Source: an optimization exercise on an open RTL-to-GDS flow (aim: small area). Production flows keep margins and buffers that such runs may drop.
In this exercise RTL edits were held to simulation tests only and were not proved equivalent to the original.
Power and IR drop assume default switching activity.

==> run P: inputs <==
==> flow/design.v <==
package saturn_isa_pkg;
    localparam int MAX_OPCODE_NIBS = 21;     
    localparam int DECODE_NIBS     = 5;      
    typedef logic [3:0] nibble_t;
    typedef logic [4:0] op_len_t;
    typedef logic [4*MAX_OPCODE_NIBS-1:0] opcode_t;     
    typedef logic [3:0] field_t;
    typedef logic [63:0] field_data_t;
    typedef enum logic [3:0]
    {
        GRP_0     = 4'h0,    
        GRP_1     = 4'h1,    
        GRP_LC    = 4'h3,    
        GRP_8     = 4'h8,    
        GRP_FIXED = 4'hF     
    } op_group_e;
endpackage
package mem_bus_pkg;
    localparam int NIBS_PER_WORD = 4;
    typedef logic [19:0] bus_addr_t;
    typedef logic [15:0] bus_word_t;
    typedef logic [1:0] word_offset_t;      
    typedef enum logic [2:0]
    {
        ST_FLUSH,            
        ST_FETCH_WORD,       
        ST_CHECK_SIZE,       
        ST_IDLE,             
        ST_READ,             
        ST_READ_CHECK        
    } seq_state_e;
endpackage
`timescale 1ns/1ps
module opcode_size_decoder (
    input  logic [19:0] head_i,      
    output logic [4:0]  length_o
);
    logic g0;
    logic g1;
    logic g2;
    logic g3;
    logic g4;
    logic g5;
    logic g6;
    logic g7;
    logic g8;
    logic g9;
    logic g10;
    logic g11;
    logic g12;
    logic g13;
    logic g14;
    logic g15;
    logic g16;
    logic g17;
    logic g18;
    logic g19;
    logic g20;
    logic g21;
    logic g22;
    logic g23;
    logic g24;
    logic g25;
    logic g26;
    logic g27;
    logic g28;
    logic g29;
    logic g30;
    logic g31;
    logic g32;
    logic g33;
    logic g34;
    logic g35;
    logic g36;
    logic g37;
    logic g38;
    logic g39;
    logic g40;
    logic g41;
    logic g42;
    logic g43;
    logic g44;
    logic g45;
    logic g46;
    logic g47;
    logic g48;
    logic g49;
    logic g50;
    logic g51;
    logic g52;
    logic g53;
    logic g54;
    logic g55;
    logic g56;
    logic g57;
    logic g58;
    logic g59;
    logic g60;
    logic g61;
    logic g62;
    logic g63;
    logic g64;
    logic g65;
    logic g66;
    logic g67;
    logic g68;
    logic g69;
    logic g70;
    logic g71;
    logic g72;
    logic g73;
    logic g74;
    logic g75;
    logic g76;
    logic g77;
    logic g78;
    logic g79;
    logic g80;
    logic g81;
    logic g82;
    logic g83;
    logic g84;
    logic g85;
    logic g86;
    logic g87;
    logic g88;
    logic g89;
    logic g90;
    logic g91;
    logic g92;
    logic g93;
    logic g94;
    logic g95;
    assign g0 = head_i[3] | ~head_i[1];
    assign g1 = ~(head_i[0] & head_i[5]);
    assign g2 = g1 | g0;
    assign g3 = ~(head_i[6] | head_i[7]);
    assign g4 = g3 | head_i[5];
    assign g5 = g4 & ~head_i[1];
    assign g6 = head_i[4] & ~g5;
    assign g7 = head_i[2] | ~head_i[0];
    assign g8 = ~head_i[4];
    assign g9 = ~(head_i[7] & head_i[5]);
    assign g10 = g9 | head_i[1];
    assign g11 = g8 & ~g10;
    assign g12 = g11 | g7;
    assign g13 = g12 | g6;
    assign g14 = head_i[2] & ~head_i[1];
    assign g15 = g14 | head_i[3];
    assign g16 = g13 & ~g15;
    assign g17 = ~(g11 | head_i[0]);
    assign g18 = head_i[0] | head_i[6];
    assign g19 = ~(g18 & g1);
    assign g20 = g19 | g17;
    assign g21 = g16 & ~g20;
    assign g22 = head_i[2] & ~g0;
    assign g23 = head_i[2] | head_i[1];
    assign g24 = g23 | ~head_i[3];
    assign g25 = head_i[0] & ~g24;
    assign g26 = g25 | g22;
    assign g27 = g26 | g21;
    assign g28 = g27 | ~g2;
    assign g29 = g7 | g0;
    assign g30 = g29 | ~head_i[6];
    assign g31 = g30 | ~g28;
    assign g32 = head_i[14] | head_i[15];
    assign g33 = ~(g32 | head_i[12]);
    assign g34 = head_i[4] | head_i[10];
    assign g35 = g34 | ~head_i[13];
    assign g36 = g33 & ~g35;
    assign g37 = ~head_i[9];
    assign g38 = head_i[8] ? head_i[10] : g37;
    assign g39 = g8 & ~g38;
    assign g40 = head_i[4] & head_i[10];
    assign g41 = head_i[5] | ~head_i[11];
    assign g42 = g41 | g40;
    assign g43 = g42 | g39;
    assign g44 = g24 | g18;
    assign g45 = ~(g44 | g43);
    assign g46 = g45 & g36;
    assign g47 = ~(head_i[18] | head_i[17]);
    assign g48 = g47 ^ head_i[19];
    assign g49 = g46 & ~g48;
    assign g50 = g49 | ~g31;
    assign g51 = ~(g50 | g29);
    assign length_o[3] = head_i[7] ? g51 : g50;
    assign g52 = g47 | head_i[7];
    assign g53 = g46 & ~g52;
    assign g54 = g31 & ~g53;
    assign length_o[4] = ~(g54 | length_o[3]);
    assign g55 = ~(g30 ^ g28);
    assign g56 = ~(head_i[18] ^ head_i[17]);
    assign g57 = g36 & ~g56;
    assign g58 = g45 & ~g57;
    assign g59 = ~(head_i[6] | head_i[4]);
    assign g60 = head_i[5] & ~g59;
    assign g61 = g60 | head_i[7];
    assign g62 = g61 & ~g24;
    assign g63 = ~(g10 | g7);
    assign g64 = g63 | g62;
    assign g65 = g64 | g58;
    assign length_o[2] = g65 | g55;
    assign g66 = head_i[6] & head_i[7];
    assign g67 = ~(g66 & g8);
    assign g68 = head_i[16] & head_i[13];
    assign g69 = g33 & ~g68;
    assign g70 = head_i[14] & head_i[15];
    assign g71 = ~(head_i[12] & head_i[13]);
    assign g72 = g70 & ~g71;
    assign g73 = g72 | g34;
    assign g74 = g73 | g69;
    assign g75 = g43 | ~g3;
    assign g76 = g74 & ~g75;
    assign g77 = g67 & ~g76;
    assign g78 = head_i[9] | ~head_i[8];
    assign g79 = head_i[4] & ~g78;
    assign g80 = g23 | head_i[0];
    assign g81 = g80 | g79;
    assign g82 = g81 | g77;
    assign g83 = head_i[2] & head_i[3];
    assign g84 = g83 | g16;
    assign length_o[0] = g82 & ~g84;
    assign g85 = ~(head_i[12] | head_i[17]);
    assign g86 = g85 | g32;
    assign g87 = g70 | g35;
    assign g88 = g86 & ~g87;
    assign g89 = head_i[4] & ~head_i[8];
    assign g90 = g89 | g88;
    assign g91 = g45 & ~g90;
    assign g92 = g8 & ~g2;
    assign g93 = g62 & ~g66;
    assign g94 = g93 | g92;
    assign g95 = g94 | g91;
    assign length_o[1] = ~(g95 | g27);
endmodule
`timescale 1ns/1ps
module saturn_bus_ctrl #(
    parameter int QUEUE_NIBS = 24
) (
    input  logic                          clk_in,
    input  logic                          arst_n_i,
    input  mem_bus_pkg::bus_word_t        bus_data_i,
    output mem_bus_pkg::bus_addr_t        bus_addr_o,
    output logic                          bus_rd_n_o,
    input  mem_bus_pkg::bus_addr_t        ibus_addr_i,
    input  logic                          ibus_flush_i,
    input  logic                          ibus_fetch_i,
    output saturn_isa_pkg::opcode_t       ibus_opcode_o,
    output saturn_isa_pkg::op_len_t       ibus_length_o,
    output mem_bus_pkg::bus_addr_t        ibus_opcode_addr_o,
    output logic                          ibus_ready_o,
    input  mem_bus_pkg::bus_addr_t        data_addr_i,
    input  saturn_isa_pkg::field_t        data_field_left_i,
    input  saturn_isa_pkg::field_t        data_field_right_i,
    input  logic                          data_read_i,
    output saturn_isa_pkg::field_data_t   data_o,
    output logic                          data_read_ready_o
);
    localparam logic [1:0] ST_IDLE  = 2'd0;
    localparam logic [1:0] ST_FLUSH = 2'd1;     
    localparam logic [1:0] ST_LOAD  = 2'd2;     
    localparam logic [1:0] ST_CHECK = 2'd3;     
    logic [1:0]  state_q;
    logic [1:0]  state_d;
    logic        data_mode_q;       
    logic        extra_q;           
    logic [2:0]  words_q;           
    logic [4:0]  tpos_q;            
    logic [19:0] head_q;            
    logic [83:0] nib_q;             
    logic        ibus_ready_q;
    logic        data_ready_q;
    function automatic logic less(input logic [5:0] a, input logic [5:0] b);
        less = 1'b0;
        for (int i = 0; i < 6; i++)
            less = (!a[i] && b[i]) || (!a[i] && less) || (b[i] && less);
    endfunction
    function automatic logic [17:0] word_add(input logic [17:0] b, input logic [2:0] inc);
        logic [10:0] lo;
        logic [7:0]  hi;
        lo = {1'b0, b[9:0]} + {8'd0, inc};
        hi = b[17:10] + 8'd1;
        word_add = {lo[10] ? hi : b[17:10], lo[9:0]};
    endfunction
    logic        check;
    logic        flush;
    logic        settle;
    logic        clear;
    logic [19:0] base;
    logic [1:0]  el;
    logic [2:0]  cw;                
    logic [15:0] rot;               
    logic [23:0] nib_ok;
    logic [15:0] wdata;
    logic [23:0] hit;               
    logic [19:0] dec_nib;
    logic [4:0]  len;
    logic        special;
    logic        done;
    logic [4:0]  op_end;            
    logic [17:0] word_addr;
    logic [4:0]  tpos_start;
    assign check = (state_q == ST_CHECK);
    assign settle = ibus_ready_q || data_ready_q;
    assign clear = !state_q[1];
    assign flush = (state_q == ST_FLUSH);
    assign base  = flush ? ibus_addr_i : (data_mode_q ? data_addr_i : head_q);
    assign el    = tpos_q[1:0];
    assign cw    = tpos_q[4:2];
    always_comb
    begin
        case (el)
            2'd0:    rot = bus_data_i;
            2'd1:    rot = {bus_data_i[11:0], bus_data_i[15:12]};
            2'd2:    rot = {bus_data_i[7:0],  bus_data_i[15:8]};
            default: rot = {bus_data_i[3:0],  bus_data_i[15:4]};
        endcase
    end
    always_comb
    begin
        for (int w = 0; w < 6; w++)
            for (int pm = 0; pm < 4; pm++)
                hit[4*w + pm] = check && ((2'(pm) < el) ? (cw == 3'(w)) : (cw == 3'(w + 1)));
    end
    always_comb
    begin
        for (int i = 0; i < 5; i++)
            dec_nib[4*i +: 4] = nib_q[4*i +: 4] | (hit[i] ? rot[4*(i % 4) +: 4] : 4'h0);
    end
    opcode_size_decoder u_len (
        .head_i   (dec_nib),
        .length_o (len)
    );
    always_comb
    begin
        for (int p = 0; p < 24; p++)
        begin
            if (p < 16)
                nib_ok[p] = data_mode_q ? ((4'(p) >= data_field_right_i) && (4'(p) <= data_field_left_i)) :
                                          (5'(p) < len);
            else
                nib_ok[p] = !data_mode_q && (5'(p) < len);
        end
    end
    assign wdata = clear ? 16'h0000 : rot;
    assign special = (cw == 3'd0) && (dec_nib[3:0] == 4'h8) && (dec_nib[7:5] == 3'b000);
    assign done    = data_mode_q ? less({2'b00, data_field_left_i}, {1'b0, tpos_q}) :
                                   (!less({1'b0, tpos_q}, {1'b0, len}) && !special);
    always_ff @(posedge clk_in)
    begin
        for (int p = 0; p < 84; p++)
            if (clear || (hit[p / 4] && nib_ok[p / 4]))
                nib_q[p] <= wdata[p % 16];
    end
    assign op_end    = {3'b000, head_q[1:0]} + len;
    assign word_addr = word_add(base[19:2], flush ? 3'd0 : (words_q - 3'd1));
    always_ff @(posedge clk_in)
    begin
        if (flush || ibus_ready_q)
            head_q <= {word_addr, flush ? ibus_addr_i[1:0] : op_end[1:0]};
    end
    always_comb
    begin
        if (data_read_i)
            tpos_start = {1'b0, data_field_right_i} - {3'b000, data_addr_i[1:0]};
        else if (head_q[1:0] != 2'b00)
            tpos_start = 5'd4 - {3'b000, head_q[1:0]};
        else
            tpos_start = extra_q ? 5'd4 : 5'd0;
    end
    always_comb
    begin
        state_d = state_q;
        case (state_q)
            ST_IDLE:
            begin
                if (ibus_flush_i)
                    state_d = ST_FLUSH;
                else if (data_read_i && !settle)
                    state_d = ST_LOAD;
                else if (ibus_fetch_i && !settle)
                    state_d = ST_CHECK;
            end
            ST_FLUSH: state_d = ST_LOAD;
            ST_LOAD:  state_d = ST_CHECK;
            default:  state_d = done ? ST_IDLE : ST_LOAD;
        endcase
    end
    always_ff @(posedge clk_in)
    begin
        case (state_q)
            ST_IDLE:
            begin
                data_mode_q <= data_read_i;
                words_q     <= (data_read_i || (head_q[1:0] == 2'b00 && !extra_q)) ? 3'd0 : 3'd1;
                tpos_q      <= tpos_start;
            end
            ST_FLUSH:
            begin
                data_mode_q <= 1'b0;
                words_q     <= 3'd0;
                tpos_q      <= 5'd0 - {3'b000, ibus_addr_i[1:0]};
                extra_q     <= 1'b0;
            end
            ST_LOAD:
            begin
                words_q <= words_q + 3'd1;
                tpos_q  <= tpos_q + 5'd4;
            end
            default:
            begin
                if (done && !data_mode_q)
                begin
                    words_q <= op_end[4:2] + 3'd1;
                    extra_q <= ({cw - 3'd1, el} == len);
                end
            end
        endcase
    end
    always_ff @(posedge clk_in or negedge arst_n_i)
    begin
        if (!arst_n_i)
        begin
            state_q      <= ST_FLUSH;
            ibus_ready_q <= 1'b0;
            data_ready_q <= 1'b0;
        end
        else
        begin
            state_q      <= state_d;
            ibus_ready_q <= check && done && !data_mode_q;
            data_ready_q <= check && done && data_mode_q;
        end
    end
    assign bus_addr_o         = {word_addr, 2'b00};
    assign bus_rd_n_o         = 1'b0;
    assign ibus_opcode_o      = nib_q;
    assign ibus_length_o      = len;
    assign ibus_opcode_addr_o = head_q;
    assign ibus_ready_o       = ibus_ready_q;
    assign data_o             = nib_q[63:0];
    assign data_read_ready_o  = data_ready_q;
endmodule
==> flow/flow/run.sh <==
#!/bin/bash
# The standard layout (standard.sh: the standard synthesis, floorplan, power grid,
# tap cells, placement, CTS and routing, unchanged) with two settings changed to save
# cell area:
#  - port buffering uses buf_1 cells instead of the delay buffer buffer_ports picks
#    by default (every input and output port still gets its own buffer);
#  - CTS builds the tree from clkbuf_8 cells and inserts no dummy loads.
# make's full output goes to standard_finish.log here; each ORFS step also keeps its
# own log under orfs/logs/.
set -euo pipefail
bash standard.sh \
  'BUFFER_PORTS_ARGS=-buffer_cell sky130_fd_sc_hd__buf_1' \
  'CTS_ARGS=-sink_clustering_enable -repair_clock_nets -dont_use_dummy_load -buf_list sky130_fd_sc_hd__clkbuf_8' \
  finish > standard_finish.log 2>&1
==> flow/standard.sh <==
#!/bin/bash
# synth_recipe.tcl (not shown) runs the flow's synth.tcl, then flattens the netlist and writes it again
# the make line also repeats each setting of config.mk as NAME=value (left out here)
make -C /OpenROAD-flow-scripts/flow DESIGN_CONFIG=/design/flow/config.mk WORK_HOME=/design/flow/orfs CLKGATE_MAP_FILE= SYNTH_SCRIPT=/design/flow/synth_recipe.tcl "${@:-finish}"
==> flow/config.mk <==
export PLATFORM = sky130hd
export DESIGN_NAME = saturn_bus_ctrl
export DESIGN_NICKNAME = saturn_bus_ctrl
export VERILOG_FILES = /design/flow/design.v
export SDC_FILE = /design/flow/constraint.sdc
export NUM_CORES = 4
export LEC_CHECK = 0
export ABC_AREA = 1
export CAP_MARGIN = 20
export CORE_MARGIN = 2
export CORE_UTILIZATION = 65
export SLEW_MARGIN = 20
==> flow/constraint.sdc <==
create_clock -name core_clock -period 6.0 [get_ports {clk_in}]
set_input_delay 1.2000 -clock core_clock [delete_from_list [all_inputs] [get_ports {clk_in}]]
set_output_delay 1.2000 -clock core_clock [all_outputs]
set_load 0.01 [all_outputs]
==> run F (differences from run P) <==
--- a/flow/design.v
+++ b/flow/design.v
@@ -267,3 +267,3 @@
     logic [2:0]  words_q;           
-    logic [4:0]  tpos_q;            
+    logic [5:0]  tpos_q;            
     logic [19:0] head_q;            
@@ -290,4 +290,5 @@
     logic [1:0]  el;
-    logic [2:0]  cw;                
+    logic [3:0]  cw;                
     logic [15:0] rot;               
+    logic [5:0]  pos [4];           
     logic [23:0] nib_ok;
@@ -301,3 +302,3 @@
     logic [17:0] word_addr;
-    logic [4:0]  tpos_start;
+    logic [5:0]  tpos_start;
     assign check = (state_q == ST_CHECK);
@@ -308,3 +309,3 @@
     assign el    = tpos_q[1:0];
-    assign cw    = tpos_q[4:2];
+    assign cw    = tpos_q[5:2];
     always_comb
@@ -317,2 +318,4 @@
         endcase
+        for (int pm = 0; pm < 4; pm++)
+            pos[pm] = (2'(pm) < el) ? {cw, 2'(pm)} : {cw - 4'd1, 2'(pm)};
     end
@@ -322,3 +325,3 @@
             for (int pm = 0; pm < 4; pm++)
-                hit[4*w + pm] = check && ((2'(pm) < el) ? (cw == 3'(w)) : (cw == 3'(w + 1)));
+                hit[4*w + pm] = check && ((2'(pm) < el) ? (cw == 4'(w)) : (cw == 4'(w + 1)));
     end
@@ -345,5 +348,5 @@
     assign wdata = clear ? 16'h0000 : rot;
-    assign special = (cw == 3'd0) && (dec_nib[3:0] == 4'h8) && (dec_nib[7:5] == 3'b000);
-    assign done    = data_mode_q ? less({2'b00, data_field_left_i}, {1'b0, tpos_q}) :
-                                   (!less({1'b0, tpos_q}, {1'b0, len}) && !special);
+    assign special = (cw == 4'd0) && (dec_nib[3:0] == 4'h8) && (dec_nib[7:5] == 3'b000);
+    assign done    = data_mode_q ? less({2'b00, data_field_left_i}, tpos_q) :
+                                   (!less(tpos_q, {1'b0, len}) && !special);
     always_ff @(posedge clk_in)
@@ -364,7 +367,7 @@
         if (data_read_i)
-            tpos_start = {1'b0, data_field_right_i} - {3'b000, data_addr_i[1:0]};
+            tpos_start = {2'b00, data_field_right_i} - {4'b0000, data_addr_i[1:0]};
         else if (head_q[1:0] != 2'b00)
-            tpos_start = 5'd4 - {3'b000, head_q[1:0]};
+            tpos_start = 6'd4 - {4'b0000, head_q[1:0]};
         else
-            tpos_start = extra_q ? 5'd4 : 5'd0;
+            tpos_start = extra_q ? 6'd4 : 6'd0;
     end
@@ -401,3 +404,3 @@
                 words_q     <= 3'd0;
-                tpos_q      <= 5'd0 - {3'b000, ibus_addr_i[1:0]};
+                tpos_q      <= 6'd0 - {4'b0000, ibus_addr_i[1:0]};
                 extra_q     <= 1'b0;
@@ -407,3 +410,3 @@
                 words_q <= words_q + 3'd1;
-                tpos_q  <= tpos_q + 5'd4;
+                tpos_q  <= tpos_q + 6'd4;
             end
@@ -414,3 +417,3 @@
                     words_q <= op_end[4:2] + 3'd1;
-                    extra_q <= ({cw - 3'd1, el} == len);
+                    extra_q <= ({cw - 4'd1, el} == {1'b0, len});
                 end
==> reports/metrics.csv <==
stage,metric,value,unit
final_layout,fin cells,1285,
route,WL/cell,16.36,um
synthesis,mux contribution to synthesized area,0.1269,%
route,metal3 WL,1980,um
critical_path,CP bufs+invs,3,
final_layout,fillers,958,
route,Via Count,7313,
run_status,status,"complete, no violations",
power,clk pwr,0.514,mW
(the above is from run P)
==> reports/metrics.csv <==
stage,metric,value,unit
critical_path,CP bufs+invs,4,
route,WL/cell,16.52,um
run_status,status,"complete, no violations",
synthesis,mux contribution to synthesized area,0,%
route,metal3 WL,2114,um
(the above is from run F)

==> separate check: timing with driven ports <==
No port has a modelled driver above. Below, the same layouts with a new extraction and two added sets of constraints.
Step 1 sets driving cells, clkbuf_16 on the clock port and buf_2 on the other inputs (assumed; they add their load-dependent delay and slew).
Step 2 times the ports against the registers' clock, not the clock port: input delays grow and output delays shrink by t, the midpoint of the rising clock arrivals with the driver on.
Slacks: ideal / step 1 / step 2; pairs: ideal / step 1.
| run | t (ns) | slack for setup (ns) | worst hold slack (ns) |
|---|---|---|---|
| run P | 0.462 | 0.492 / 0.464 / 0.689 | 0.571 / 0.564 / 0.620 |
| run F | 0.448 | 0.478 / 0.449 / 0.856 | 0.584 / 0.577 / 0.603 |
After both steps every run listed still meets setup and hold.
